Context: an optimization exercise on an open-source flow, tuned for small area and a short achievable clock period. The choices shown serve that exercise and are no tape-out recipe.
Only simulation tests tie the RTL to the original design; equivalence was not proved.
No activity file was given, so power comes from the tool's default toggle rates.

### design/flow/design.v
module imem_fetch_unit #(
  parameter int          DEPTH    = 64,
  parameter int          IDX_W    = 6,
  parameter logic [31:0] NOP_WORD = 32'h0000_0000
) (
  input  logic             clk,
  input  logic             rst_n,
  input  logic             load_start,
  input  logic             load_valid,
  input  logic [31:0]      load_data,
  input  logic             load_last,
  output logic             load_ready,
  input  logic [31:0]      pc_in,
  output logic [31:0]      instr,
  output logic             instr_valid,
  output logic             fetch_err,
  output logic             fetch_stall,
  output logic [IDX_W:0]   load_count
);
  logic st_load;
  logic st_run;
  logic stall;
  logic [DEPTH-1:0][31:0] mem;
  logic             accept;
  logic             fetch;
  logic             pc_ok;
  logic [DEPTH-1:0] dec;
  logic             hit;
  assign load_ready  = st_load && !load_start;
  assign accept      = load_valid && load_ready;
  assign st_run      = !stall;
  assign fetch_stall = stall;
  assign fetch       = st_run && !load_start;
  assign pc_ok = (pc_in[1:0] == 2'b00) && (pc_in[31:IDX_W+2] == '0);
  always_comb
    for (int i = 0; i < DEPTH; i++)
      dec[i] = pc_in[IDX_W+1:2] == IDX_W'(i);
  assign hit = pc_ok && ({1'b0, pc_in[IDX_W+1:2]} < load_count);
  localparam int N3 = DEPTH / 3;
  logic        miss_n;
  logic [31:0] instr_nx;
  assign miss_n = !(fetch && hit);
  for (genvar b = 0; b < 32; b++) begin : g_bit
    logic [N3:0] l1;
    logic [5:0]  l2;
    logic [2:0]  l3;
    for (genvar k = 0; k < N3; k++) begin : g_l1
      imem_aoi222 u_aoi (
        .a0(dec[3*k]),   .b0(mem[3*k][b]),
        .a1(dec[3*k+1]), .b1(mem[3*k+1][b]),
        .a2(dec[3*k+2]), .b2(mem[3*k+2][b]),
        .y (l1[k])
      );
    end
    imem_nand2 u_l1x (.a(dec[DEPTH-1]), .b(mem[DEPTH-1][b]), .y(l1[N3]));
    for (genvar k = 0; k < 5; k++) begin : g_l2
      imem_nand4 u_nand (.a(l1[4*k]), .b(l1[4*k+1]), .c(l1[4*k+2]), .d(l1[4*k+3]), .y(l2[k]));
    end
    imem_nand2 u_l2x (.a(l1[20]), .b(l1[21]), .y(l2[5]));
    for (genvar k = 0; k < 3; k++) begin : g_l3
      imem_nor2 u_nor (.a(l2[2*k]), .b(l2[2*k+1]), .y(l3[k]));
    end
    imem_aoi31 u_l4 (.a0(l3[0]), .a1(l3[1]), .a2(l3[2]), .b(miss_n), .y(instr_nx[b]));
  end
  always_ff @(posedge clk or negedge rst_n) begin
    if (!rst_n) begin
      st_load <= 1'b0;
      stall   <= 1'b1;
    end else if (load_start) begin
      st_load <= 1'b1;
      stall   <= 1'b1;
    end else if (accept && (load_last || load_count == IDX_W'(DEPTH - 1))) begin
      st_load <= 1'b0;
      stall   <= 1'b0;
    end
  end
  always_ff @(posedge clk or negedge rst_n) begin
    if (!rst_n)          load_count <= '0;
    else if (load_start) load_count <= '0;
    else if (accept)     load_count <= load_count + 1'b1;
  end
  always_ff @(posedge clk or negedge rst_n) begin
    if (!rst_n) begin
      instr       <= NOP_WORD;
      instr_valid <= 1'b0;
      fetch_err   <= 1'b0;
    end else begin
      instr       <= instr_nx | ({32{miss_n}} & NOP_WORD);
      instr_valid <= fetch;
      fetch_err   <= fetch && !hit;
    end
  end
  logic             beat;
  logic [DEPTH-1:0] wsel;
  assign beat = load_valid && !load_start;
  always_comb
    for (int i = 0; i < DEPTH; i++)
      wsel[i] = st_load && load_count[IDX_W-1:0] == IDX_W'(i);
  always_ff @(posedge clk) begin
    for (int i = 0; i < DEPTH; i++)
      if (beat && wsel[i]) mem[i] <= load_data;
  end
endmodule
module imem_aoi222 (
  input  logic a0, b0, a1, b1, a2, b2,
  output logic y
);
  assign y = ~((a0 & b0) | (a1 & b1) | (a2 & b2));
endmodule
module imem_nand2 (
  input  logic a, b,
  output logic y
);
  assign y = ~(a & b);
endmodule
module imem_nand4 (
  input  logic a, b, c, d,
  output logic y
);
  assign y = ~(a & b & c & d);
endmodule
module imem_nor2 (
  input  logic a, b,
  output logic y
);
  assign y = ~(a | b);
endmodule
module imem_aoi31 (
  input  logic a0, a1, a2, b,
  output logic y
);
  assign y = ~((a0 & a1 & a2) | b);
endmodule
### design/flow/flow/run.sh
#!/bin/bash
set -euo pipefail
export BUFFER_PORTS_ARGS="-buffer_cell sky130_fd_sc_hd__buf_2"
bash standard.sh > standard.log 2>&1
### design/flow/standard.sh
#!/bin/bash
# synth_recipe.tcl (not shown) runs the flow's synth.tcl, then flattens the netlist and writes it again
# the make line also repeats each setting of config.mk as NAME=value (left out here)
make -C /OpenROAD-flow-scripts/flow DESIGN_CONFIG=/design/flow/config.mk WORK_HOME=/design/flow/orfs CLKGATE_MAP_FILE= SYNTH_SCRIPT=/design/flow/synth_recipe.tcl "${@:-finish}"
### design/flow/config.mk
export PLATFORM = sky130hd
export DESIGN_NAME = imem_fetch_unit
export DESIGN_NICKNAME = imem_fetch_unit
export VERILOG_FILES = /design/flow/design.v
export SDC_FILE = /design/flow/constraint.sdc
export NUM_CORES = 4
export LEC_CHECK = 0
export CAP_MARGIN = 20
export CORE_MARGIN = 2
export CORE_UTILIZATION = 60
export CTS_BUF_LIST = sky130_fd_sc_hd__clkbuf_8
export CTS_CLUSTER_DIAMETER = 50
export CTS_CLUSTER_SIZE = 16
export SETUP_SLACK_MARGIN = 1.5
export SLEW_MARGIN = 20
export SYNTH_HIERARCHICAL = 1
### design/flow/constraint.sdc
create_clock -name core_clock -period 4.0 [get_ports {clk}]
set_input_delay 0.8000 -clock core_clock [delete_from_list [all_inputs] [get_ports {clk}]]
set_output_delay 0.8000 -clock core_clock [all_outputs]
set_load 0.01 [all_outputs]
==> summary.md, run 1 <==
Across the VDD grid, the largest voltage drop is 0.355 mV. On the critical path, the stage with the largest delay is an instance of nand4_1. After filler insertion, the fill cell instance count of the layout stands at 7618. For this design, the sink count on the clock tree is 2091. The number of failing hold endpoints at the final stage was 0; the critical-path maximum fanout was 32. In the final routed layout, each cell accounts on average for 39.5 um. For this design the top-level I/O count stands at 112.

The worst slew margin relative to its limit is 25.8%, and the synthesized flop and latch total is 2091. For the worst setup path, the data required time is 4.80 ns. Leaving out filler cells and counting taps, the final layout contains 5716.

The worst path uses 66.2% of the clock period. The floorplan step defined a die boundary enclosing 123000 um2. For the pin with the worst max-slew slack, the measured transition is 1.11 ns. Synthesis produced a netlist whose cell count is 3375. For this run the aggregate overflow at the end of global routing stands at 0. The run gives 7 as the length of the first detailed-routing pass in iterations. In this run the horizontal extent of the chip is 351 um. The worst setup path is launched from an input port.

TritonCTS built the clock tree. The clock period could shrink to 2.65 ns. The run gives 60.4% as the initial cell density of the core. Dividing the synthesized area by the synthesized cell count gives 21.4 um2. The tools report the via count of the first global-routing pass as 39100. The count of cell types in the netlist is 32.

The run gives 0.0657 ns as the worst setup slack before clock tree synthesis. Wire segments on met2 add up to 104000 um in the final route. For this run, the post-layout net count is 4068. The detailed router put a total of 80100 um of wire on met1. No sink is reached through more buffers than the 3 on the longest clock path. The net count after synthesis is 3453, and the total of max-cap violations is 0.

The first global-routing pass estimated 302000 um of wire. The clock insertion delay at the later pin of the skew report is 0.93 ns, and the register cell area after layout is 62600 um2. In this run the critical register-to-register path is launched from load_count[1]$_DFFE_PN0P_. Power spread over the standard cell area amounts to 449 nW/um2.

The run gives 65 as the largest net degree at the start of global routing. The slack of the critical path came out at 1.35 ns. Detailed placement finished with a half-perimeter wire length of 131000 um. The critical path in this run is classified as input port to register. The fraction of layout instances using a drive strength above 1 was 22.2%. The multi-input combinational cells in the finished layout cover a total of 11100 um2.

The number of buffers and inverters on the critical path is 3. The detailed router used layers up to and including met5. The run gives 0.0294 ns as the final worst clock skew. After detailed routing, the number of remaining DRC violations is 0. The worst min-delay path startpoint was load_start. The die height was 351 um. In this run the worst setup path begins at pc_in[4].

In this run, placement finished with an instance count of 5340. Among cell families on the critical path, the largest total delay comes from simple AND/OR/NAND/NOR gates. Summing every instance area after synthesis gives 72400 um2. The core occupancy in the finished layout is 69.2%. Routed wire length on met3: 31800 um.

The final weighted congestion of routability-driven global placement was 0.924; the overall routing resource usage was 35.8%. The via-per-instance ratio is 7.39, and the final total negative setup slack is 0 ns. In this run the worst hold path is classified as input port to register. Clock root buffer: clkbuf_8.

Area growth from synthesis to layout: 14.6%. During synthesis, Yosys emitted a total of 7 warnings. The quantity of I/O buffers inserted on ports works out to 111. The clock tree synthesis step divided the H-tree into 4 levels.

The tools report the final count of pins violating max slew as 0. Walking the worst path, the cells encountered are buf_2, nor2b_2, nand3_2, buf_4, nor2_4, buf_12, a222oi_1, nand4_1, nor2_4, a31oi_1. Among the stages of the critical path, the cell type that occurs most often is nor2_4. After floorplanning, the core was sized to cover 120000 um2. The run gives 0 as the number of endpoints failing setup at the final stage. Based on the critical path, the design can be clocked at up to 378 MHz.

The initial antenna violation count was 9. Across all layers, the routed design uses 42200 vias. Setup repair after global routing could not meet its margin everywhere.

In this run the core area contains 127 standard-cell rows. The cell area after layout was 82900 um2; the residual antenna-violating net count after detailed routing was 0. Clock tree synthesis inserted a total of 168 buffers.

The post-detailed-routing wire length is 226000 um. STA puts the critical path data arrival time at 3.45 ns. For the sequential fraction of the synthesis area, the log shows 86.5%. In this design, the stage delay of the slowest critical-path cell is 0.58 ns. The endpoint class of the critical path is a register. The clock transition time at the flip-flop clock pins of the worst setup and hold paths is 0.10 ns. The initial detailed-routing violation count came out at 9515.

The run finished with no timing, DRC or antenna violations. The total leakage power was 25.8 nW; the post-place instance area was 78200 um2.
-- synth_stat cells (all sizes together) --
cell type     n  area, um2
inv           7       26.3
nand3b        1       7.51
nand3        14       82.6
dfrtp        42       1050
nor2b         6       37.5
clkbuf        9       35.0
a222oi      672       6730
nand2        90        338
o21ai         3       15.0
nor2        238        901
a31oi        32        200
buf           7       53.8
nand4       166       1040
or3           4       25.0
nor4          8       50.1
a21oi         4       20.0
or2           1       6.26
nand2b        4       25.0
mux2i         1       10.0
mux2          1       11.3
and3          1       6.26
edfxtp     2048      61500
ha            9        113
or4           1       7.51
a21boi        1       7.51
dfstp         1       26.3
xnor2         3       26.3
and2b         1       8.76
-- modules after synthesis (local to each module, per instance) --
module / flops+latches / cells inside / cell area, um2
imem_nand2: 0 / 1 / 3.75
imem_aoi31: 0 / 1 / 6.26
imem_aoi222: 0 / 1 / 10.0
imem_nor2: 0 / 1 / 3.75
imem_fetch_unit: 2091 / 2351 / 63800
imem_nand4: 0 / 1 / 6.26
-- metrics by stage --
stage                     power [mW]  hold WS, ns
after floorplan                 24.9        0.504
after global placement          25.7        0.578
after detailed placement        25.8        0.571
after CTS                       37.3        0.172
after global routing            38.1        0.222
final                           37.2        0.266
-- layout by cell type (no fill, tap or decap), types with 10 or more instances in the layout --
| cell type | instances |
|---|---|
| a222oi_1 | 672 |
| a31oi_1 | 31 |
| buf_12 | 50 |
| buf_2 | 97 |
| buf_4 | 267 |
| buf_6 | 26 |
| bufinv_16 | 12 |
| clkbuf_8 | 176 |
| clkinv_2 | 13 |
| clkinv_4 | 10 |
| clkinvlp_4 | 11 |
| dfrtp_1 | 22 |
| dfrtp_2 | 20 |
| edfxtp_1 | 2048 |
| inv_1 | 42 |
| nand2_1 | 82 |
| nand4_1 | 166 |
| nor2_1 | 69 |
| nor2_2 | 32 |
| nor2_4 | 152 |
-- metal layers --
metal,up-vias,GRT usage [%]
met3,390,8.46
li1,16700,-
met1,21800,51.1
met2,3372,54.7
met5,-,0
met4,4,13.3
-- state kept, by name, summed over array words and instances, names as in the netlist --
name	cells
fetch_err	1
stall	1
instr_valid	1
load_count	7
st_load	1
mem	2048
instr	32
-- worst reg2reg max path: cells and delay by family, from the launching register on --
kind / cells / cell delay, ns
buf+inv: 2 / 0.76
fa+ha+maj: 1 / 0.29
flops: 1 / 0.44
simple gates: 2 / 0.60
-- logic make-up (layout without fill, tap and decap cells) --
kind of cell	after synthesis	after routing	share of synthesized area [%]
AO/OA/AOI/OAI	712	712	9.63
XOR/XNOR	3	3	0.0363
adder cells (fa/ha/maj)	9	9	0.156
buffers and inverters	23	729	0.159
flip-flops	2091	2091	86.5
multiplexers	2	2	0.0294
other	0	8	0
AND/OR/NAND/NOR	535	550	3.50
-- what timing repair did --
item | CTS | global route
hold buffers | 1 | 0
setup endpoints to repair | 588 | 787
resized for setup | 82 | 79
pin swaps | 33 | 75
endpoints found under the hold margin | 6 | 0
buffers inserted | 20 | 56
gates cloned | 4 | 11
-- final cells by class --
class	count	share of cell area, %
clock inverter	100	1.04
timing repair buffer	446	4.66
clock buffer	176	2.92
inverter	7	0.0317
tap	1612	2.43
multi-input combinational	1276	13.4
antenna	8	0.0242
sequential	2091	75.5
-- path summary, 6_finish.rpt --
check | to | slack [ns] | depth (start not counted)
setup / recovery | instr[20]$_DFF_PN0_ | 1.35 | 10
hold / removal | load_count[0]$_DFFE_PN0P_ | 0.27 | 2
setup reg to reg | mem[1700]$_DFFE_PP_ | 1.50 | 5
hold reg to reg | load_count[6]$_DFFE_PN0P_ | 0.60 | 1
max in group asynchronous | instr[28]$_DFF_PN0_ | 2.38 | 3
min in group asynchronous | instr[8]$_DFF_PN0_ | 0.61 | 2
-- power by group --
| group | internal (mW) | switching [mW] |
|---|---|---|
| Sequential | 24.1 | 0.0171 |
| Clock | 4.94 | 6.87 |
| Combinational | 0.298 | 1.06 |
==> run 2, diff against run 1 <==
--- a/design/flow/design.v
+++ b/design/flow/design.v
@@ -33,7 +33,13 @@
   assign fetch       = st_run && !load_start;
   assign pc_ok = (pc_in[1:0] == 2'b00) && (pc_in[31:IDX_W+2] == '0);
-  always_comb
-    for (int i = 0; i < DEPTH; i++)
-      dec[i] = pc_in[IDX_W+1:2] == IDX_W'(i);
+  logic [2:0][3:0]  pdec;
+  logic [DEPTH-1:0] dec_n;
+  for (genvar g = 0; g < 3; g++) begin : g_pdec
+    imem_pdec2 u_pdec (.a(pc_in[2*g+3:2*g+2]), .y(pdec[g]));
+  end
+  for (genvar i = 0; i < DEPTH; i++) begin : g_dec
+    imem_nand3 u_nand (.a(pdec[0][i%4]), .b(pdec[1][(i/4)%4]), .c(pdec[2][i/16]), .y(dec_n[i]));
+    imem_inv   u_inv  (.a(dec_n[i]), .y(dec[i]));
+  end
   assign hit = pc_ok && ({1'b0, pc_in[IDX_W+1:2]} < load_count);
   localparam int N3 = DEPTH / 3;
@@ -132,2 +138,22 @@
   assign y = ~((a0 & a1 & a2) | b);
 endmodule
+module imem_pdec2 (
+  input  logic [1:0] a,
+  output logic [3:0] y
+);
+  always_comb
+    for (int j = 0; j < 4; j++)
+      y[j] = a == 2'(j);
+endmodule
+module imem_nand3 (
+  input  logic a, b, c,
+  output logic y
+);
+  assign y = ~(a & b & c);
+endmodule
+module imem_inv (
+  input  logic a,
+  output logic y
+);
+  assign y = ~a;
+endmodule
--- a/design/flow/config.mk
+++ b/design/flow/config.mk
@@ -8,5 +8,5 @@
 export CAP_MARGIN = 20
 export CORE_MARGIN = 2
-export CORE_UTILIZATION = 60
+export CORE_UTILIZATION = 70
 export CTS_BUF_LIST = sky130_fd_sc_hd__clkbuf_8
 export CTS_CLUSTER_DIAMETER = 50
==> summary.md, run 2 <==
The synthesized area divided by synthesized cell count works out to 21.2 um2 (-0.92%). The post-route minimum period was 2.62 ns (-0.0220 ns). The final worst-path cycle share was 65.6% (-0.55 points); the flip-flop count of the largest register, all copies and words added was 2048 (unchanged). The type of origin of the critical path was an input port. The tools report the number of buffers added by the clock tree synthesis step as 159 (-5.4%). In the final layout, the registers with the most flip-flops are mem: 2048 flops, instr: 32 flops, load_count: 7 flops. The logs give 0.91 ns (-0.02 ns) for the clock insertion delay at the later pin of the skew report and 0 (unchanged) for the final count of pins violating max slew. Net count after synthesis: 3496 (+1.2%). For the count of unresolved DRC violations after routing, the log shows 0 (unchanged). Among all stages on the critical path, the largest delay is contributed by nor2_1.

For the via count of the first global-routing pass, the log shows 40100 (+2.6%). The floorplan die width is 326 um (-7.2%). The quantity of I/O buffers inserted on ports is 111 (unchanged). The top cell types in the final layout, fill and taps aside, are edfxtp_1 (2048), a222oi_1 (672), buf_4 (271). The via-per-instance ratio is 7.75 (+4.9%).

In the post-synthesis netlist, the cell with the most instances is edfxtp_1. The run gives 32 (unchanged) as the count of cell types in the netlist. The portion of synthesized cell area occupied by the leading cell type is 84.7% (-0.29 points).

TritonCTS built the clock tree. The number of rows created at floorplan is 118 (-7.1%), and the number of ports placed on the die boundary is 112 (unchanged). Largest net degree at the start of global routing: 54 (-17%). The run gives 77700 um2 (-0.63%) as the post-place instance area. The final weighted congestion of routability-driven global placement was 0.942 (+1.9%); the area growth from synthesis to layout was 12.9%. The fraction of layout instances using a drive strength above 1 was 20.0% (-2.2 points); the data required time of the worst path was 4.76 ns (-0.04 ns). The run gives 295000 um (-2.4%) as the global-route wire length before repair. The critical-path maximum fanout was 8 (-75%); the maximum ir drop on the vdd rail was 0.433 mV (+22%). The run gives 3418 (+1.3%) as the synthesized netlist cell count. The residual antenna-violating net count after detailed routing was 0 (unchanged). The run gives 42600 (+0.80%) as the vias after detailed routing. Kind of critical path: input port to register. The tools report the total of max-cap violations as 0 (unchanged). The signal on the critical path passes through clkbuf_4, nor2b_4, buf_6, nand3_2, clkinvlp_4, buf_4, buf_4, a222oi_1, nand4_1, nor2_1, a31oi_1.

The run gives 4103 (+0.86%) as the net total in the final layout. The tools report the overall routing resource usage as 40.0% (+4.2 points). The detailed-routed wire length on met2 is 95400 um (-8.4%), and the share of async-settable or async-resettable flops after synthesis is 2.06% (unchanged). The synthesis warning total was 8 (+1). The logs give 381 MHz (+0.84%) for the maximum frequency from static timing analysis and 36300 um (+14%) for the routed wire length on met3. Counting stages on the worst path, the most repeated cell is buf_4. The power per standard cell area came out at 444 nW/um2 (-1.1%).

The final total negative setup slack came out at 0 ns (unchanged). More flip-flops sit in one register than any other, and that register is mem. Most common cell after layout, fill and taps aside: edfxtp_1. The tools report the placed wire-length estimate after detailed placement as 127000 um (-2.8%). Placeable core region: 103000 um2 (-14%). The synthesized flop and latch total is 2091 (unchanged). The pin slew with the least headroom to its limit was 1.19 ns (+0.0776 ns).

The flow ran to the end and the layout has no timing, DRC or antenna violations. The run gives 10000 (+5.5%) as the initial detailed-routing violation count. The stage delay of the slowest cell on the critical path was 0.50 ns (-0.08 ns). For the wire length on met1, the log shows 70400 um (-12%).

The average wire per standard cell is 38.7 um (-2.0%). CTS placed an instance of clkbuf_8 at the clock tree root. The number of endpoints failing setup at the final stage came out at 0 (unchanged). The logs give 0 (unchanged) for the number of failing hold endpoints at the final stage and 70.3% (+10 points) for the initial cell density of the core. The length of the first detailed-routing pass in iterations was 11 (+4). The biggest area contributor in the post-synthesis netlist is edfxtp_1.

The buffer depth of the longest clock path was 3 (unchanged). Among all flip-flop cells after synthesis, the most frequent one is edfxtp_1. The run gives 26.0 nW (+0.86%) as the total leakage power. The tools report the endpoint class of the critical path as a register. The initial antenna violation count was 17 (+8).

The logs give 2091 (unchanged) for the number of sinks on the clock net and 5156 (-3.4%) for the cell count after placement. Global route total overflow: 0 (unchanged). The logs give 4 (unchanged) for the H-tree depth and 5495 (-3.9%) for the final non-filler cell total. Cell area after layout: 82000 um2 (-1.1%). The number of enable-type register cells in the synthesized netlist was 2048 (unchanged). The highest metal layer with signal wires is met5. Yosys attributes the largest share of cell area to edfxtp_1 (85%), a222oi_1 (9.3%), dfrtp_1 (1.4%).

The clock transition time at the flip-flop clock pins of the worst setup and hold paths was 0.10 ns (about the same); the data arrival time at the worst-slack endpoint was 3.38 ns (-0.07 ns). The class of the tightest hold or removal check was input port to register. The run gives 0.0352 ns (+0.00577 ns) as the final worst clock skew. The run gives 72600 um2 (+0.34%) as the area of the mapped netlist. Setup repair after global routing could not meet its margin everywhere. The commonest cells after synthesis are edfxtp_1 (2048), a222oi_1 (672), nor2_1 (174).

Area of the die: 106000 um2 (-14%). The logs give 20.7% (-5.2 points) for the worst slew margin relative to its limit and 213000 um (-5.8%) for the post-detailed-routing wire length. The sequential fraction of the synthesis area is 86.2% (-0.30 points), and the die height is 326 um (-7.2%).
==> run 2: cell count changes after synthesis, sizes merged <==
cell	change
or2	-1
and2b	+3
nand3	+58
clkbuf	-7
and2	+3
nand4	-1
nor2b	-1
nand2b	-2
nor2	-63
inv	+64
nand2	-10
==> run 2: what timing repair did <==
action	in CTS	in global routing
gates cloned	1	3
endpoints found under the setup margin	872	202
endpoints found under the hold margin	3	0
gates resized for setup	63	68
buffers inserted	32	51
pin swaps	13	28
hold buffers	1	0
==> run 2: logic make-up after synthesis <==
| logic type | after synthesis | share of synthesized area (%) |
|---|---|---|
| simple gates | 521 | 3.54 |
| buf+inv | 80 | 0.453 |
| mux | 2 | 0.0293 |
| flops | 2091 | 86.2 |
| fa+ha+maj | 9 | 0.155 |
| compound gates | 712 | 9.60 |
| xor+xnor | 3 | 0.0362 |
==> run 2: metal layers <==
layer  vias to the layer above  GRT usage [%]
met1                     21300           56.6
met5                         -              0
met2                      3969           58.4
met3                       524           13.0
met4                        16           17.4
li1                      16800              -
==> run 2: critical path: cells and delay by family <==
kind | cells | cell delay, ns
AND/OR/NAND/NOR | 4 | 1.13
buffers and inverters | 5 | 0.86
AO/OA/AOI/OAI | 2 | 0.57
==> run 2: cell type report <==
| type | count | area (um2) |
|---|---|---|
| Antenna cell | 5 | 12.5 |
| Clock buffer | 165 | 2270 |
| Inverter | 71 | 338 |
| Tap cell | 1380 | 1730 |
| Multi-Input combinational cell | 1247 | 10400 |
| Fill cell | 5216 | 21200 |
| Clock inverter | 81 | 678 |
| Timing Repair Buffer | 453 | 3920 |
| Timing Repair inverter | 2 | 12.5 |
| Sequential cell | 2091 | 62600 |
==> run 2: power breakdown <==
part           leakage [nW]  switching, mW  internal (mW)
registers              19.0         0.0184           24.1
clock network          1.59           6.63           4.46
logic                  5.42          0.985          0.272
total                  26.0           7.63           28.8
==> run 2: per-module statistics from Yosys (local to each module, per instance) <==
| module | cell area, um2 | copies in the design | cells inside | flops+latches |
|---|---|---|---|---|
| imem_pdec2 | 26.3 | 3 | 4 | 0 |
| imem_fetch_unit | 63400 | 1 | 2254 | 2091 |
| imem_aoi31 | 6.26 | 32 | 1 | 0 |
| imem_inv | 3.75 | 64 | 1 | 0 |
| imem_nor2 | 3.75 | 96 | 1 | 0 |
| imem_aoi222 | 10.0 | 672 | 1 | 0 |
| imem_nand4 | 6.26 | 160 | 1 | 0 |
| imem_nand2 | 3.75 | 64 | 1 | 0 |
| imem_nand3 | 5.00 | 64 | 1 | 0 |
==> run 2: through the flow <==
| stage | hold WS (ns) | power, mW | util, % | setup WS (ns) |
|---|---|---|---|---|
| after floorplan | 0.504 | 24.9 | - | 1.15 |
| after global placement | 0.559 | 25.7 | 75.3 | -0.215 |
| after detailed placement | 0.581 | 25.7 | 75.3 | 0.0807 |
| after CTS | 0.198 | 36.3 | 78.6 | 1.38 |
| final | 0.260 | 36.4 | 79.4 | 1.38 |
| after global routing | 0.270 | 37.2 | 79.4 | 1.37 |
==> run 2: worst paths after layout <==
check | start | end | slack (ns) | depth (start not counted)
max | pc_in[2] | instr[20]$_DFF_PN0_ | 1.38 | 11
min reg2reg | load_count[6]$_DFFE_PN0P_ | load_count[6]$_DFFE_PN0P_ | 0.62 | 1
max reg2reg | load_count[0]$_DFFE_PN0P_ | mem[102]$_DFFE_PP_ | 1.48 | 4
min | load_start | load_count[3]$_DFFE_PN0P_ | 0.26 | 2
max in group asynchronous | rst_n | instr[22]$_DFF_PN0_ | 2.32 | 3
min in group asynchronous | rst_n | instr[25]$_DFF_PN0_ | 0.67 | 2
==> run 3, diff against run 2 <==
--- a/design/flow/config.mk
+++ b/design/flow/config.mk
@@ -8,9 +8,9 @@
 export CAP_MARGIN = 20
 export CORE_MARGIN = 2
-export CORE_UTILIZATION = 70
+export CORE_UTILIZATION = 60
 export CTS_BUF_LIST = sky130_fd_sc_hd__clkbuf_8
 export CTS_CLUSTER_DIAMETER = 50
 export CTS_CLUSTER_SIZE = 16
-export SETUP_SLACK_MARGIN = 1.5
+export SETUP_SLACK_MARGIN = 1.7
 export SLEW_MARGIN = 20
 export SYNTH_HIERARCHICAL = 1
==> summary.md, run 3 <==
The tools report the data arrival time at the worst-slack endpoint as 3.31 ns (-0.07 ns). For the final total negative setup slack, the log shows 0 ns (unchanged). The post-route worst hold slack was 0.290 ns (+0.0306 ns).

Maximum ir drop on the vdd rail: 0.351 mV (-19%). The via-per-instance ratio is 7.33 (-5.4%). The tools report the residual antenna-violating net count after detailed routing as 0 (unchanged). The largest registers in the layout are mem: 2048 flops, instr: 32 flops, load_count: 7 flops. In the synthesized netlist, the cells that appear most often are edfxtp_1 (2048), a222oi_1 (672), nor2_1 (174). For the sequential fraction of the synthesis area, the log shows 86.2% (unchanged).

The pin slew with the least headroom to its limit works out to 1.15 ns (-0.0404 ns). The logs give 0.92 ns (about the same) for the clock insertion delay at the later pin of the skew report and 0 (unchanged) for the number of failing hold endpoints at the final stage. The run gives 62600 um2 (about the same) as the register cell area after layout. For the initial cell density of the core, the log shows 60.5% (-9.8 points). Switching share of power: 21.3% (+0.34 points).

The run gives 0.861 (-8.5%) as the final weighted congestion of routability-driven global placement. Synthesized flop and latch total: 2091 (unchanged). Setup repair after global routing could not meet its margin everywhere.

For the area taken by multi-input logic gates, the log shows 10900 um2 (+4.8%). The library cells used most frequently in the layout, excluding fill and tap cells, are edfxtp_1 (2048), a222oi_1 (672), buf_4 (296). The tools report the post-detailed-routing wire length as 226000 um (+6.0%). The flow ran to the end and the layout has no timing, DRC or antenna violations. The switching power of the nets was 7.95 mW (+4.1%). Fraction of layout instances using a drive strength above 1: 24.8% (+4.8 points). The quantity of I/O buffers inserted on ports came out at 111 (unchanged).

The data required time of the worst path is 4.76 ns (about the same), and the number of buffers added by the clock tree synthesis step is 166 (+4.4%). The share of async-settable or async-resettable flops after synthesis is 2.06% (unchanged), and the H-tree depth is 4 (unchanged). Final count of pins violating max slew: 0 (unchanged). Cell accounting for the most synthesized area: edfxtp_1.

The run gives 64.5% (-1.6 points) as the part of the power in registers. The run gives 72600 um2 (unchanged) as the area of the mapped netlist. The leading cell type by number of instances after synthesis was edfxtp_1. The global-route wire length before repair came out at 306000 um (+4.0%). The clock root buffer is clkbuf_8.

The logs give 65 (+20%) for the largest net degree at the start of global routing and 0 (unchanged) for the count of unresolved DRC violations after routing. The synthesized netlist cell count came out at 3418 (unchanged). mem holds more flip-flops than any other register.

The buffer depth of the longest clock path was 3 (unchanged). The path class of the tightest hold or removal check is input port to register. The worst setup slack before clock tree synthesis is -0.310 ns (-0.391 ns). The initial detailed-routing violation count was 9371 (-6.6%); the share of power burned in combinational logic was 3.7% (+0.2 points). The number of ports placed on the die boundary came out at 112 (unchanged).

The area growth from synthesis to layout came out at 16.8%. The logs give 0 (unchanged) for the global route total overflow and 127 (+7.6%) for the number of rows created at floorplan. Power per standard cell area: 440 nW/um2 (-0.97%). For the slack of the critical path, the log shows 1.44 ns (+0.0668 ns). The length of the first detailed-routing pass in iterations was 9 (-2); the placed wire-length estimate after detailed placement was 129000 um (+1.1%).

The synthesis warning total is 8 (unchanged). The area of the die is 124000 um2 (+16%), and the net count after synthesis is 3496 (unchanged). The total leakage power is 26.5 nW (+2.1%), and the initial antenna violation count is 13 (-4).

The power consumption is 37.3 mW (+2.4%). The flip-flop count of the largest register, all copies and words added is 2048 (unchanged), and the floorplan die width is 352 um (+7.9%). The number of sinks on the clock net is 2091 (unchanged). TritonCTS built the clock tree. Overall routing resource usage: 36.1% (-3.9 points). The synthesized area divided by synthesized cell count is 21.2 um2 (unchanged). The clock network fraction of design power was 31.7% (+1.3 points); the die height was 352 um (+7.9%). The number of fill cells was 7358 (+41%); the critical-path maximum fanout was 9 (+1). The post-route minimum period is 2.56 ns (-0.0668 ns), and the placeable core region is 120000 um2 (+16%). The portion of synthesized cell area occupied by the leading cell type came out at 84.7% (unchanged). The most common cell after layout, fill and taps aside is edfxtp_1. The final worst-path cycle share was 63.9% (-1.7 points).

The average wire per standard cell was 38.5 um (-0.63%). The vias after detailed routing is 43000 (+0.91%), and the clock transition time at the flip-flop clock pins of the worst setup and hold paths is 0.09 ns (about the same). The endpoint class of the critical path was a register. The final worst clock skew is 0.0430 ns (+0.00786 ns), and the count of cell types in the netlist is 32 (unchanged). The number of enable-type register cells in the synthesized netlist is 2048 (unchanged), and the total internal power is 29.4 mW (+2.0%). The worst setup path is launched from an input port. The dominant synthesized flop cell was edfxtp_1. The via count of the first global-routing pass is 40200 (+0.44%). Kind of critical path: input port to register.

The net total in the final layout came out at 4207 (+2.5%). The tools report the number of endpoints failing setup at the final stage as 0 (unchanged). Maximum frequency from static timing analysis: 391 MHz (+2.6%).

For the worst slew margin relative to its limit, the log shows 23.4% (+2.7 points). In the post-synthesis netlist, the biggest area contributors are edfxtp_1 (85%), a222oi_1 (9.3%), dfrtp_1 (1.4%). The run gives 0 (unchanged) as the total of max-cap violations.
==> run 3: area by class of cell <==
| class | count | share of cell area [%] |
|---|---|---|
| Antenna cell | 9 | 0.0266 |
| Clock buffer | 180 | 2.92 |
| Clock inverter | 102 | 1.01 |
| Inverter | 71 | 0.567 |
| Multi-Input combinational cell | 1249 | 12.8 |
| Sequential cell | 2091 | 73.9 |
| Tap cell | 1612 | 2.38 |
| Timing Repair Buffer | 550 | 6.39 |
==> run 3: per-stage QoR <==
step | utilization [%] | cells | cell area, um2
floorplan | - | 3418 | 73500
finish | 70.7 | 5864 | 84800
detailed placement | 65.3 | 5380 | 78300
global placement | 65.3 | 5380 | 78300
global route | 70.6 | 5860 | 84800
CTS | 69.6 | 5781 | 83500
==> run 3: timing repair <==
| action | 4_1_cts | 5_1_grt |
|---|---|---|
| setup buffers | 115 | 69 |
| setup endpoints to repair | 1734 | 832 |
| pin swaps | 60 | 127 |
| gates cloned | 3 | 5 |
| resized for setup | 193 | 132 |
| endpoints found under the hold margin | 8 | 0 |
| hold buffers | 1 | 0 |
==> run 3: logic make-up (layout without fill, tap and decap cells) <==
group	count (synthesis)	in the layout	synth area share, %
buffers and inverters	80	903	0.453
muxes	2	2	0.0293
DFF	2091	2091	86.2
and+or+nand+nor	521	523	3.54
AOI/OAI and AO/OA	712	712	9.60
other	0	9	0
adders and majority gates	9	9	0.155
xor gates and xnor gates	3	3	0.0362
==> run 3: modules after synthesis (local to each module, per instance) <==
module / cells / flip-flops and latches
imem_pdec2: 4 / 0
imem_nand4: 1 / 0
imem_aoi31: 1 / 0
imem_fetch_unit: 2254 / 2091
imem_nand3: 1 / 0
imem_nor2: 1 / 0
imem_aoi222: 1 / 0
imem_nand2: 1 / 0
imem_inv: 1 / 0
==> run 3: power groups by stage <==
stage	clock [mW]	sequential (mW)	combinational, mW
after floorplan	0	24.6	0.317
after global placement	0	24.6	1.17
after detailed placement	0	24.6	1.21
after CTS	11.9	24.1	1.29
after global routing	12.7	24.1	1.43
final	11.8	24.1	1.40
==> run 3: path summary, 6_finish.rpt <==
path	start	endpoint	slack, ns	depth (start not counted)
min	load_start	load_count[2]$_DFFE_PN0P_	0.29	2
max	pc_in[6]	instr[15]$_DFF_PN0_	1.44	9
min reg2reg	st_load$_DFFE_PN0P_	st_load$_DFFE_PN0P_	0.62	3
max reg2reg	load_count[1]$_DFFE_PN0P_	mem[1327]$_DFFE_PP_	1.66	5
min in group asynchronous	rst_n	instr[30]$_DFF_PN0_	0.41	2
max in group asynchronous	rst_n	instr[3]$_DFF_PN0_	2.58	3
==> run 3: worst max-delay path, stage by stage <==
cell and delay, ns:
buf_6 0.13, nor2b_4 0.18, nand3_2 0.10, clkinvlp_4 0.21, buf_6 0.22, a222oi_1 0.38
nand4_1 0.63, nor2_4 0.47, a31oi_4 0.14
==> run 3: routing by layer <==
metal / global-route usage, % / share of wire, % / vias up / wire [um]
li1: - / - / 17000 / -
met5: 0 / 0.021 / - / 48
met2: 54.8 / 46 / 3528 / 103000
met1: 52.5 / 36 / 22000 / 81200
met4: 11.8 / 3.5 / 8 / 7940
met3: 8.70 / 15 / 418 / 33500
==> run 4, diff against run 3 <==
--- a/design/flow/config.mk
+++ b/design/flow/config.mk
@@ -12,5 +12,6 @@
 export CTS_CLUSTER_DIAMETER = 50
 export CTS_CLUSTER_SIZE = 16
-export SETUP_SLACK_MARGIN = 1.7
+export PLACE_DENSITY = 0.8
+export SETUP_SLACK_MARGIN = 1.5
 export SLEW_MARGIN = 20
 export SYNTH_HIERARCHICAL = 1
==> summary.md, run 4 <==
The kind of cell with the highest combined delay along the critical path is simple AND/OR/NAND/NOR gates. The class of the tightest hold or removal check is input port to register. The area of the die came out at 124000 um2 (unchanged). The clock transition time at the flip-flop clock pins of the worst setup and hold paths is 0.10 ns (about the same), and the global-route wire length before repair is 292000 um (-4.6%). Highest metal layer with signal wires: met5. The maximum frequency from static timing analysis was 370 MHz (-5.5%). The detailed-routed wire length on met2 came out at 94200 um (-8.3%).

The post-route minimum period is 2.71 ns (+0.148 ns). The buffer and inverter count on the worst path was 3 (unchanged). After synthesis, the most frequently instantiated cells are edfxtp_1 (2048), a222oi_1 (672), nor2_1 (174). The number of endpoints failing setup at the final stage was 0 (unchanged).

The kind of critical path was input port to register. The most common cell after layout, fill and taps aside was edfxtp_1. The tools report the type of origin of the critical path as an input port. The tools report the buffer depth of the longest clock path as 3 (unchanged). The cell count of the worst reg-to-reg path came out at 4 (-1).

The logs give 3.45 ns (+0.14 ns) for the data arrival time at the worst-slack endpoint and 39700 um (+18%) for the routed wire length on met3. The dominant synthesized flop cell is edfxtp_1. The synthesized netlist cell count is 3418 (unchanged).

The synthesis warning total was 8 (unchanged); the area growth from synthesis to layout was 12.8%. Leading cell type by number of instances after synthesis: edfxtp_1. The number of sinks on the clock net was 2091 (unchanged).

The average wire per standard cell is 37.1 um (-3.5%). The register with the most flip-flops in the final layout is mem. In this run the clock root is driven by a clkbuf_8. The number of cells on the worst hold path is 4 (+2), and the stage delay of the slowest cell on the critical path is 0.70 ns (+0.07 ns).

The logs give 35.9 mW (-3.7%) for the power consumption and 127 (unchanged) for the number of rows created at floorplan. The total leakage power was 25.8 nW (-2.6%). The portion of synthesized cell area occupied by the leading cell type was 84.7% (unchanged).

The via count of the first global-routing pass was 40500 (+0.64%). The tools report the wire length on met1 as 65700 um (-19%). For the data required time of the worst path, the log shows 4.74 ns (-0.02 ns).

The final worst-path cycle share was 67.7% (+3.7 points); the fraction of layout instances using a drive strength above 1 was 18.6% (-6.2 points). The master of the slowest instance on the critical path is a222oi_1. The quantity of I/O buffers inserted on ports is 111 (unchanged), and the share of async-settable or async-resettable flops after synthesis is 2.06% (unchanged).

For the count of unresolved DRC violations after routing, the log shows 0 (unchanged). Of all cell types, the one taking the most synthesized area is edfxtp_1. The pin slew with the least headroom to its limit was 1.24 ns (+0.0870 ns). Sorting the synthesized cells by area gives the leading types as edfxtp_1 (85%), a222oi_1 (9.3%), dfrtp_1 (1.4%). The number of buffers added by the clock tree synthesis step is 156 (-6.0%).

The signal on the critical path passes through buf_4, and2b_2, nand3_2, inv_1, buf_6, a222oi_1, nand4_1, nor2_2, a31oi_1. The largest net degree at the start of global routing was 65 (unchanged); the count of cell types in the netlist was 32 (unchanged). The length of the first detailed-routing pass in iterations was 14 (+5). Critical-path maximum fanout: 32 (+23). The tools report the reg2reg setup slack as 1.31 ns (-0.35 ns).

TritonCTS built the clock tree. The net count after synthesis came out at 3496 (unchanged). For the final weighted congestion of routability-driven global placement, the log shows 0.912 (+5.9%). The logs give 112 (unchanged) for the number of ports placed on the die boundary and 0.88 ns (-0.04 ns) for the clock insertion delay at the later pin of the skew report. The initial cell density of the core came out at 60.5% (unchanged). The via-per-instance ratio is 7.60 (+3.8%), and the power per standard cell area is 439 nW/um2 (-0.30%).

The area of the mapped netlist is 72600 um2 (unchanged). The initial antenna violation count was 17 (+4); the global route total overflow was 0 (unchanged). In the final layout, the registers with the most flip-flops are mem: 2048 flops, instr: 32 flops, load_count: 7 flops. The run gives 4 (unchanged) as the H-tree depth. The die height is 352 um (unchanged), and the placeable core region is 120000 um2 (unchanged). The final count of pins violating max slew came out at 0 (unchanged). The placed wire-length estimate after detailed placement is 121000 um (-6.2%), and the synthesized area divided by synthesized cell count is 21.2 um2 (unchanged). The number of enable-type register cells in the synthesized netlist was 2048 (unchanged); the initial detailed-routing violation count was 11000 (+18%). The critical path depth works out to 9 (unchanged).

The tools report the vias after detailed routing as 43400 (+0.94%). The post-detailed-routing wire length is 212000 um (-6.1%), and the flip-flop count of the largest register, all copies and words added is 2048 (unchanged). Setup repair after global routing could not meet its margin everywhere.

The net total in the final layout was 4069 (-3.3%). The residual antenna-violating net count after detailed routing is 0 (unchanged), and the overall routing resource usage is 33.9% (-2.2 points). The flow ran to the end and the layout has no timing, DRC or antenna violations. The final worst clock skew came out at 0.0338 ns (-0.00919 ns). For the worst slew margin relative to its limit, the log shows 17.6% (-5.8 points). Leaving out fill and tap cells, the most frequent cells in the layout are edfxtp_1 (2048), a222oi_1 (672), buf_4 (242). The run gives 0 (unchanged) as the total of max-cap violations. Synthesized flop and latch total: 2091 (unchanged). The floorplan die width was 352 um (unchanged); the sequential fraction of the synthesis area was 86.2% (unchanged). Maximum ir drop on the vdd rail: 0.361 mV (+3.0%). The post-route worst hold slack was 0.301 ns (+0.0111 ns); the number of failing hold endpoints at the final stage was 0 (unchanged). STA classifies the critical path endpoint as a register.
[run 4: final cells by class]
class                           instances  area (um2)
Sequential cell                      2091       62600
Fill cell                            6868       38100
Multi-Input combinational cell       1249       10400
Timing Repair Buffer                  417        3680
Clock buffer                          163        2240
Tap cell                             1612        2020
Clock inverter                         91         534
Inverter                               71         342
Timing Repair inverter                  5        32.5
Antenna cell                            6        15.0
[run 4: per-stage QoR]
| step | std cells | setup TNS (ns) | utilization [%] | area [um2] | worst slack [ns] |
|---|---|---|---|---|---|
| 2_1_floorplan | 3418 | 0 | - | 73000 | 1.15 |
| 3_3_place_gp | 5352 | 0 | 64.7 | 77700 | 0.0387 |
| 3_5_place_dp | 5354 | -0.0864 | 64.8 | 77700 | -0.0864 |
| 4_1_cts | 5671 | 0 | 67.8 | 81300 | 1.39 |
| 5_1_grt | 5701 | 0 | 68.2 | 81900 | 1.34 |
| 6_report | 5705 | 0 | 68.2 | 81900 | 1.29 |
[run 4: where the power goes]
group          internal, mW  switching, mW
Combinational         0.268          0.979
Clock                  3.98           6.62
Sequential             24.1         0.0178
Total                  28.3           7.61
[run 4: path summary, 6_finish.rpt]
path                                           start                   to
max                                         pc_in[2]   instr[4]$_DFF_PN0_
min                                        load_last    stall$_DFFE_PN1P_
max reg2reg                load_count[0]$_DFFE_PN0P_   mem[888]$_DFFE_PP_
min reg2reg                      st_load$_DFFE_PN0P_  st_load$_DFFE_PN0P_
max in group asynchronous                      rst_n  instr[22]$_DFF_PN0_
min in group asynchronous                      rst_n   instr[5]$_DFF_PN0_
[run 4: cells by family after synthesis]
group           after synthesis  synth area share [%]
mux                           2                0.0293
simple gates                521                  3.54
buf+inv                      80                 0.453
flops                      2091                  86.2
xor+xnor                      3                0.0362
fa+ha+maj                     9                 0.155
compound gates              712                  9.60
[run 4: per-layer routing]
metal,vias up,track usage (%)
li1,16700,-
met5,-,0.981
met2,4816,49.7
met3,739,12.7
met1,21100,45.2
met4,18,16.5
[run 4: tightest hold or removal path, stage by stage]
cell	delay [ns]
buf_2	0.10
inv_1	0.05
a21oi_1	0.09
nor2_1	0.10
[run 4: timing repair]
item / CTS / global route
setup endpoints to repair: 727 / 887
endpoints found under the hold margin: 17 / 0
resized for setup: 55 / 67
pin swaps: 14 / 41
cloned: 4 / 4
hold buffers: 1 / 0
buffers inserted: 58 / 23
[run 4: modules after synthesis (local to each module, per instance)]
module | cells | cell area, um2 | copies in the design | flops+latches
imem_aoi222 | 1 | 10.0 | 672 | 0
imem_nand3 | 1 | 5.00 | 64 | 0
imem_inv | 1 | 3.75 | 64 | 0
imem_pdec2 | 4 | 26.3 | 3 | 0
imem_nand2 | 1 | 3.75 | 64 | 0
imem_nor2 | 1 | 3.75 | 96 | 0
imem_aoi31 | 1 | 6.26 | 32 | 0
imem_fetch_unit | 2254 | 63400 | 1 | 2091
imem_nand4 | 1 | 6.26 | 160 | 0
==> run 5, diff against run 4 <==
--- a/design/flow/config.mk
+++ b/design/flow/config.mk
@@ -12,5 +12,4 @@
 export CTS_CLUSTER_DIAMETER = 50
 export CTS_CLUSTER_SIZE = 16
-export PLACE_DENSITY = 0.8
 export SETUP_SLACK_MARGIN = 1.5
 export SLEW_MARGIN = 20
==> summary.md, run 5 <==
The fraction of layout instances using a drive strength above 1 is 19.5% (+0.90 points), and the area of the mapped netlist is 72600 um2 (unchanged). The critical-path maximum fanout was 8 (-75%). The leading cell type by number of instances after synthesis is edfxtp_1.

The signal on the critical path passes through buf_2, nor2_4, nand3_4, clkinvlp_4, buf_12, buf_4, a222oi_1, nand4_1, nor2_1, a31oi_1. The placed wire-length estimate after detailed placement is 130000 um (+7.6%), and the net count after synthesis is 3496 (unchanged). The data arrival time at the worst-slack endpoint is 3.41 ns (-0.04 ns), and the switching power of the nets is 7.94 mW (+4.3%). The post-route minimum period works out to 2.61 ns (-0.0971 ns). Synthesized area divided by synthesized cell count: 21.2 um2 (unchanged). The switching share of power came out at 21.5% (+0.33 points). The routed wire length on met3 is 30500 um (-23%), and the buffer depth of the longest clock path is 3 (unchanged). The largest net degree at the start of global routing is 65 (unchanged). The number of fill cells is 7763 (+13%), and the final weighted congestion of routability-driven global placement is 0.900 (-1.3%). Power per standard cell area: 449 nW/um2 (+2.3%).

The part of the power in registers is 65.3% (-1.7 points). The reg2reg setup slack is 1.54 ns (+0.23 ns), and the count of cell types in the netlist is 32 (unchanged). The synthesized netlist cell count is 3418 (unchanged).

The via-per-instance ratio works out to 7.36 (-3.2%). The tools report the count of unresolved DRC violations after routing as 0 (unchanged). The worst slew margin relative to its limit came out at 23.9% (+6.4 points). The area of the die was 124000 um2 (unchanged). The area growth from synthesis to layout is 13.2%. Top cell family by delay on the critical path: simple AND/OR/NAND/NOR gates.

Number of buffers added by the clock tree synthesis step: 164 (+5.1%). The total internal power is 28.9 mW (+2.3%). The post-place instance area was 77800 um2 (+0.10%); the post-detailed-routing wire length was 224000 um (+5.8%). The worst setup path is launched from an input port. The tools report the number of failing hold endpoints at the final stage as 0 (unchanged). The most common cell after layout, fill and taps aside is edfxtp_1.

The number of ports placed on the die boundary was 112 (unchanged); the initial detailed-routing violation count was 9149 (-17%). The kind of critical path is input port to register. The logs give 103000 um (+9.7%) for the detailed-routed wire length on met2 and 0.0396 ns (+0.00577 ns) for the final worst clock skew. The average wire per standard cell was 39.2 um (+5.5%); the synthesized flop and latch total was 2091 (unchanged). Highest metal layer with signal wires: met5. The worst hold path terminates at load_count[3]$_DFFE_PN0P_. The tree is rooted in a clkbuf_8. The number of endpoints failing setup at the final stage was 0 (unchanged); the sequential fraction of the synthesis area was 86.2% (unchanged).

Setup repair after global routing could not meet its margin everywhere. The final worst-path cycle share is 65.2% (-2.4 points), and the critical path depth is 10 (+1). The largest registers in the layout are mem: 2048 flops, instr: 32 flops, load_count: 7 flops.

The residual antenna-violating net count after detailed routing was 0 (unchanged); the length of the first detailed-routing pass in iterations was 9 (-5). The endpoint of the most critical register-to-register path was instr[31]$_DFF_PN0_. Vias after detailed routing: 42100 (-3.0%). The overall routing resource usage is 36.3% (+2.4 points). The flow ran to the end and the layout has no timing, DRC or antenna violations.

The worst min-delay path startpoint is load_start. The die height came out at 352 um (unchanged). For the initial antenna violation count, the log shows 14 (-3). Buffer and inverter count on the worst path: 4 (+1). Sorting the synthesized cells by area gives the leading types as edfxtp_1 (85%), a222oi_1 (9.3%), dfrtp_1 (1.4%). The share of power burned in combinational logic is 3.5% (about the same), and the flip-flop count of the largest register, all copies and words added is 2048 (unchanged).

Quantity of I/O buffers inserted on ports: 111 (unchanged). The class of the tightest hold or removal check is input port to register. The tools report the clock insertion delay at the later pin of the skew report as 0.95 ns (+0.07 ns).

The number of sinks on the clock net is 2091 (unchanged). The endpoint class of the critical path is a register. In this run the critical register-to-register path is launched from load_count[5]$_DFFE_PN0P_. TritonCTS built the clock tree. The final count of pins violating max slew was 0 (unchanged); the maximum frequency from static timing analysis was 383 MHz (+3.7%).

Clock transition time at the flip-flop clock pins of the worst setup and hold paths: 0.10 ns (about the same). The cell count of the worst reg-to-reg path works out to 9 (+5). The clock network fraction of design power was 31.3% (+1.8 points).

The slowest stage of the critical path is the nand4_1 cell. Ranked by instance count, the synthesized netlist is headed by edfxtp_1 (2048), a222oi_1 (672), nor2_1 (174). The placeable core region came out at 120000 um2 (unchanged).

The number of rows created at floorplan is 127 (unchanged), and the via count of the first global-routing pass is 39500 (-2.4%). The global route total overflow was 0 (unchanged). The tools report the synthesis warning total as 8 (unchanged).

The initial cell density of the core is 60.5% (unchanged). The pin slew with the least headroom to its limit was 1.14 ns (-0.0955 ns). The run gives 4 (unchanged) as the H-tree depth.

The number of cells on the worst hold path is 2 (-2), and the data required time of the worst path is 4.80 ns (+0.06 ns). In the synthesized netlist the dominant register cell turns out to be edfxtp_1. The share of async-settable or async-resettable flops after synthesis came out at 2.06% (unchanged). Total leakage power: 25.9 nW (+0.38%). Counting flops per register, the top entry is mem. The tools report the cell area after layout as 82200 um2 (+0.42%).

The portion of synthesized cell area occupied by the leading cell type came out at 84.7% (unchanged). The cell accounting for the most synthesized area is edfxtp_1. Leaving out fill and tap cells, the most frequent cells in the layout are edfxtp_1 (2048), a222oi_1 (672), buf_4 (227). The wire length on met1 was 80600 um (+23%); the final total negative setup slack was 0 ns (unchanged). For the total of max-cap violations, the log shows 0 (unchanged). The global-route wire length before repair is 306000 um (+4.7%), and the stage delay of the slowest cell on the critical path is 0.55 ns (-0.15 ns).

The floorplan die width was 352 um (unchanged); the net total in the final layout was 4062 (-0.17%). The number of enable-type register cells in the synthesized netlist is 2048 (unchanged), and the core occupancy in the finished layout is 68.5% (+0.29 points). The maximum ir drop on the vdd rail was 0.405 mV (+12%).
[run 5: cell types whose count changed in the layout (fill, tap and decap cells not counted), sizes merged]
cell / change
and2: +1
bufinv: +5
clkbuf: +13
clkinvlp: +4
and2b: -1
diode: -2
clkinv: +13
inv: -8
buf: -10
[run 5: layout make-up]
class	count	area, um2	area share (%)
sequential	2091	62600	76.1
tap	1612	2020	2.45
clock buffer	176	2420	2.95
timing repair buffer	407	3560	4.33
antenna	4	10.0	0.0122
clock inverter	110	783	0.953
inverter	71	330	0.402
multi-input combinational	1249	10500	12.8
[run 5: timing repair]
| item | CTS | global route |
|---|---|---|
| gates cloned | 1 | 1 |
| setup buffers | 33 | 36 |
| pin swaps | 12 | 28 |
| endpoints found under the hold margin | 3 | 0 |
| hold buffers | 1 | 0 |
| resized for setup | 90 | 79 |
| setup endpoints to repair | 235 | 931 |
[run 5: layer usage]
| layer | GRT usage (%) | vias up |
|---|---|---|
| met5 | 0 | - |
| met4 | 14.1 | 14 |
| met3 | 7.72 | 438 |
| met2 | 55.5 | 3317 |
| met1 | 52.0 | 21600 |
| li1 | - | 16700 |
[run 5: cell families (layout without fill, tap and decap cells)]
group,count (synthesis),after routing,synth area share (%)
DFF,2091,2091,86.2
AOI/OAI and AO/OA,712,712,9.60
and+or+nand+nor,521,523,3.54
buffers and inverters,80,764,0.453
adders and majority gates,9,9,0.155
xor gates and xnor gates,3,3,0.0362
muxes,2,2,0.0293
other,0,4,0
[run 5: power groups by stage]
stage | Sequential (mW) | Combinational (mW) | Clock (mW)
2_1_floorplan | 24.6 | 0.297 | 0
3_3_place_gp | 24.6 | 1.14 | 0
3_5_place_dp | 24.6 | 1.17 | 0
4_1_cts | 24.1 | 1.21 | 11.7
5_1_grt | 24.1 | 1.31 | 12.4
6_report | 24.1 | 1.28 | 11.5
[run 5: worst max path at each step]
stage                                  start             endpoint  slack [ns]
after detailed placement            pc_in[6]  instr[28]$_DFF_PN0_        0.02
after floorplan                   load_start   mem[480]$_DFFE_PP_        1.15
after global routing                pc_in[7]   instr[5]$_DFF_PN0_        1.40
final                               pc_in[4]   instr[3]$_DFF_PN0_        1.39
after global placement              pc_in[4]  instr[28]$_DFF_PN0_       -0.38
after CTS                 instr[4]$_DFF_PN0_             instr[4]        1.42
[run 5: per-stage QoR]
stage               setup slack (ns)  cells  power, mW  hold WS [ns]
detailed placement            0.0177   5358       25.7         0.568
finish                          1.39   5720       36.9         0.221
CTS                             1.42   5679       36.9         0.147
global route                    1.40   5717       37.8         0.208
global placement              -0.377   5357       25.7         0.547
floorplan                       1.15   3418       24.9         0.504
[run 5: worst register-to-register path, cell delays in order, from the launching register on]
cell and delay [ns]:
dfrtp_1 0.43, inv_1 0.13, ha_1 0.30, nor2b_1 0.19
and3_1 0.24, nor4_2 0.30, buf_4 0.18, nand3_2 0.10
buf_12 0.23, a31oi_2 0.27
[run 5: Yosys stat by module, one instance, submodules excluded, a selection]
module / flops+latches / cells inside / area (um2)
imem_nand3: 0 / 1 / 5.00
imem_aoi31: 0 / 1 / 6.26
imem_inv: 0 / 1 / 3.75
imem_nand2: 0 / 1 / 3.75
imem_aoi222: 0 / 1 / 10.0
imem_fetch_unit: 2091 / 2254 / 63400
imem_nand4: 0 / 1 / 6.26
imem_pdec2: 0 / 4 / 26.3

==> what the ideal ports hide <==
The flow's constraints put no driver on any port. The routed layouts listed below were extracted and timed again, unchanged, in two steps. Step 1 sets driving cells, clkbuf_16 on the clock port and buf_2 on the other inputs (assumed; they add their load-dependent delay and slew). Step 2 also shifts input and output timing later by t, the mid clock arrival at the registers, as if the neighbouring blocks saw the same clock. a / b / c = ideal ports / drivers / drivers and shift; a / b = the first two.
| run | t (ns) | setup slack, ns | pins driven straight from the clock port |
|---|---|---|---|
| run 1 | 1.006 | 1.353 / 1.310 / 0.304 | 1 |
| run 2 | 0.960 | 1.375 / 1.387 / 0.427 | 1 |
| run 3 | 0.974 | 1.442 / 1.418 / 0.444 | 1 |
| run 4 | 0.944 | 1.294 / 1.277 / 0.333 | 1 |
| run 5 | 0.994 | 1.391 / 1.382 / 0.387 | 1 |
After both steps every run listed still meets setup and hold. For run 1, which loses most, drivers alone change the setup slack by -0.043 ns; drivers and shift together by -1.049 ns.
